Source: an optimization exercise on an open RTL-to-GDS flow (aim: small area, a short achievable clock period and few clock cycles per item). Production flows keep margins and buffers that such runs may drop. No activity file was given, so power comes from the tool's default toggle rates.

==> module prefix_network, before the edit <==
module prefix_network (
	input wire logic clk,
	input wire logic enable,
	input wire prefix_data_pkg::block_t data_in,
	output prefix_data_pkg::block_t sums
);
	localparam int W = 8;
	localparam int N = 8;
	localparam int H = N / 2;
	localparam int J = 8;
	prefix_data_pkg::block_t layer1;
	prefix_data_pkg::block_t layer2;
	prefix_layer #(.SPAN(1)) u_layer1 (.sums_in(data_in), .sums_out(layer1));
	prefix_layer #(.SPAN(2)) u_layer2 (.sums_in(layer1), .sums_out(layer2));
	logic [N*W-1:0] flat2;
	assign flat2 = layer2;
	logic [N*W-1:0] next_sums;
	logic [H-1:0] next_carry;
	logic [N*W-1:0] held_sums;
	logic [H-1:0] held_carry;
	assign next_sums[H*W-1:0] = flat2[H*W-1:0];
	for (genvar i = H; i < N; i++) begin : g_upper
		if (J == 0) begin : g_none
			assign next_sums[i*W +: W] = flat2[i*W +: W];
			assign next_carry[i-H] = 1'b0;
		end else if (J >= W) begin : g_all
			assign next_sums[i*W +: W] = flat2[i*W +: W] + flat2[(H-1)*W +: W];
			assign next_carry[i-H] = 1'b0;
		end else begin : g_part
			logic [J:0] low;
			assign low = {1'b0, flat2[i*W +: J]} + {1'b0, flat2[(H-1)*W +: J]};
			assign next_sums[i*W +: W] = {flat2[i*W+J +: W-J], low[J-1:0]};
			assign next_carry[i-H] = low[J];
		end
	end
	always_ff @(posedge clk) begin
		if (enable) begin
			held_sums <= next_sums;
		end
	end
	if (J > 0 && J < W) begin : g_carry_reg
		always_ff @(posedge clk) begin
			if (enable) begin
				held_carry <= next_carry;
			end
		end
	end else begin : g_no_carry
		assign held_carry = '0;
	end
	logic [N*W-1:0] flat_out;
	assign flat_out[H*W-1:0] = held_sums[H*W-1:0];
	for (genvar i = H; i < N; i++) begin : g_finish
		if (J == 0) begin : g_none
			assign flat_out[i*W +: W] = held_sums[i*W +: W] + held_sums[(H-1)*W +: W];
		end else if (J >= W) begin : g_all
			assign flat_out[i*W +: W] = held_sums[i*W +: W];
		end else begin : g_part
			assign flat_out[i*W +: W] = {
				held_sums[i*W+J +: W-J] + held_sums[(H-1)*W+J +: W-J] + (W-J)'(held_carry[i-H]),
				held_sums[i*W +: J]
			};
		end
	end
	assign sums = flat_out;
endmodule
export LEC_CHECK = 0
export ABC_AREA = 1
export CAP_MARGIN = 20
export CORE_MARGIN = 2
export CORE_UTILIZATION = 60
export SLEW_MARGIN = 20
create_clock -name core_clock -period 4.0 [get_ports {clk}]
standard.sh (not shown) runs the stock make flow with config.mk's settings and CLKGATE_MAP_FILE= SYNTH_SCRIPT=/design/flow/synth_recipe.tcl, a recipe that flattens the netlist after the stock synthesis.
==> flow/flow/run.sh <==
#!/bin/bash
# Layout flow: the standard layout (standard.sh), with ADDER_MAP_FILE empty so adders are
# left to ABC, and port buffers starting as buf_1 (repair resizes them where timing needs it).
# Each make run's full output goes to a log file in the work folder.
set -euo pipefail
WORK=$(pwd)
bash standard.sh \
	ADDER_MAP_FILE= \
	"BUFFER_PORTS_ARGS=-buffer_cell sky130_fd_sc_hd__buf_1" \
	finish > "$WORK/make_finish.log" 2>&1
The baseline produced a clean layout.
Change:
--- a/flow/design.v
+++ b/flow/design.v
@@ -96,11 +96,11 @@
 	output prefix_data_pkg::block_t sums
 );
 	localparam int W = 8;
 	localparam int N = 8;
 	localparam int H = N / 2;
-	localparam int J = 8;
+	localparam int J = 4;
 	prefix_data_pkg::block_t layer1;
 	prefix_data_pkg::block_t layer2;
 	prefix_layer #(.SPAN(1)) u_layer1 (.sums_in(data_in), .sums_out(layer1));
 	prefix_layer #(.SPAN(2)) u_layer2 (.sums_in(layer1), .sums_out(layer2));
 	logic [N*W-1:0] flat2;
@@ -117,12 +117,14 @@
 		end else if (J >= W) begin : g_all
 			assign next_sums[i*W +: W] = flat2[i*W +: W] + flat2[(H-1)*W +: W];
 			assign next_carry[i-H] = 1'b0;
 		end else begin : g_part
 			logic [J:0] low;
+			logic [W-J-1:0] high;
 			assign low = {1'b0, flat2[i*W +: J]} + {1'b0, flat2[(H-1)*W +: J]};
-			assign next_sums[i*W +: W] = {flat2[i*W+J +: W-J], low[J-1:0]};
+			assign high = flat2[i*W+J +: W-J] + flat2[(H-1)*W+J +: W-J];
+			assign next_sums[i*W +: W] = {high, low[J-1:0]};
 			assign next_carry[i-H] = low[J];
 		end
 	end
 	always_ff @(posedge clk) begin
 		if (enable) begin
@@ -145,11 +147,11 @@
 			assign flat_out[i*W +: W] = held_sums[i*W +: W] + held_sums[(H-1)*W +: W];
 		end else if (J >= W) begin : g_all
 			assign flat_out[i*W +: W] = held_sums[i*W +: W];
 		end else begin : g_part
 			assign flat_out[i*W +: W] = {
-				held_sums[i*W+J +: W-J] + held_sums[(H-1)*W+J +: W-J] + (W-J)'(held_carry[i-H]),
+				held_sums[i*W+J +: W-J] + (W-J)'(held_carry[i-H]),
 				held_sums[i*W +: J]
 			};
 		end
 	end
 	assign sums = flat_out;
=> The changed run went through all stages and came out clean. Worst setup slack gains 0.049 ns. Die area came out higher by a little under a tenth. Power came out higher by roughly a tenth. Design area came out higher by a few percent. Sequential cell count came out higher by 4. Critical path depth came out lower by 1. Clock skew stays the same. Count of clock-buffer cells in the layout came out lower by 1. Clock power came out higher by a quarter to a third. Sequential share of layout area came out higher by 0.38 points.
No functional check of the RTL was part of any run of this note.

[separate check: timing with driven ports]
The results above use ideal ports. As a check the final layouts listed here were re-extracted and re-timed, cells and wires unchanged.
Step 1 (the two cells are an assumption about what drives the block):
set clk [get_ports {clk}]
set_driving_cell -lib_cell sky130_fd_sc_hd__clkbuf_16 $clk
set_driving_cell -lib_cell sky130_fd_sc_hd__buf_2 [delete_from_list [all_inputs] $clk]
Step 2 moves the port delays by t, midway between the first and last clock arrival at a register: inputs arrive t later, outputs are due t later. That takes back most of the time a late clock gives input paths.
Three values: no drivers, after step 1, after step 2; two values: the first two.
run | t (ns) | setup WS [ns] | clock arrival spread, ns | slew at the worst register clock pin (ns) | pins driven straight from the clock port
the first run | 0.404 | 1.180 / 1.183 / 0.779 | 0.010 / 0.009 | 0.10 / 0.10 | 1
the second run | 0.383 | 1.229 / 1.247 / 0.864 | 0.010 / 0.010 | 0.08 / 0.08 | 1
After both steps setup and hold are still met in every run listed. The setup slack of the first run, which loses most, moves by +0.003 ns with the drivers and by -0.401 ns with both steps.
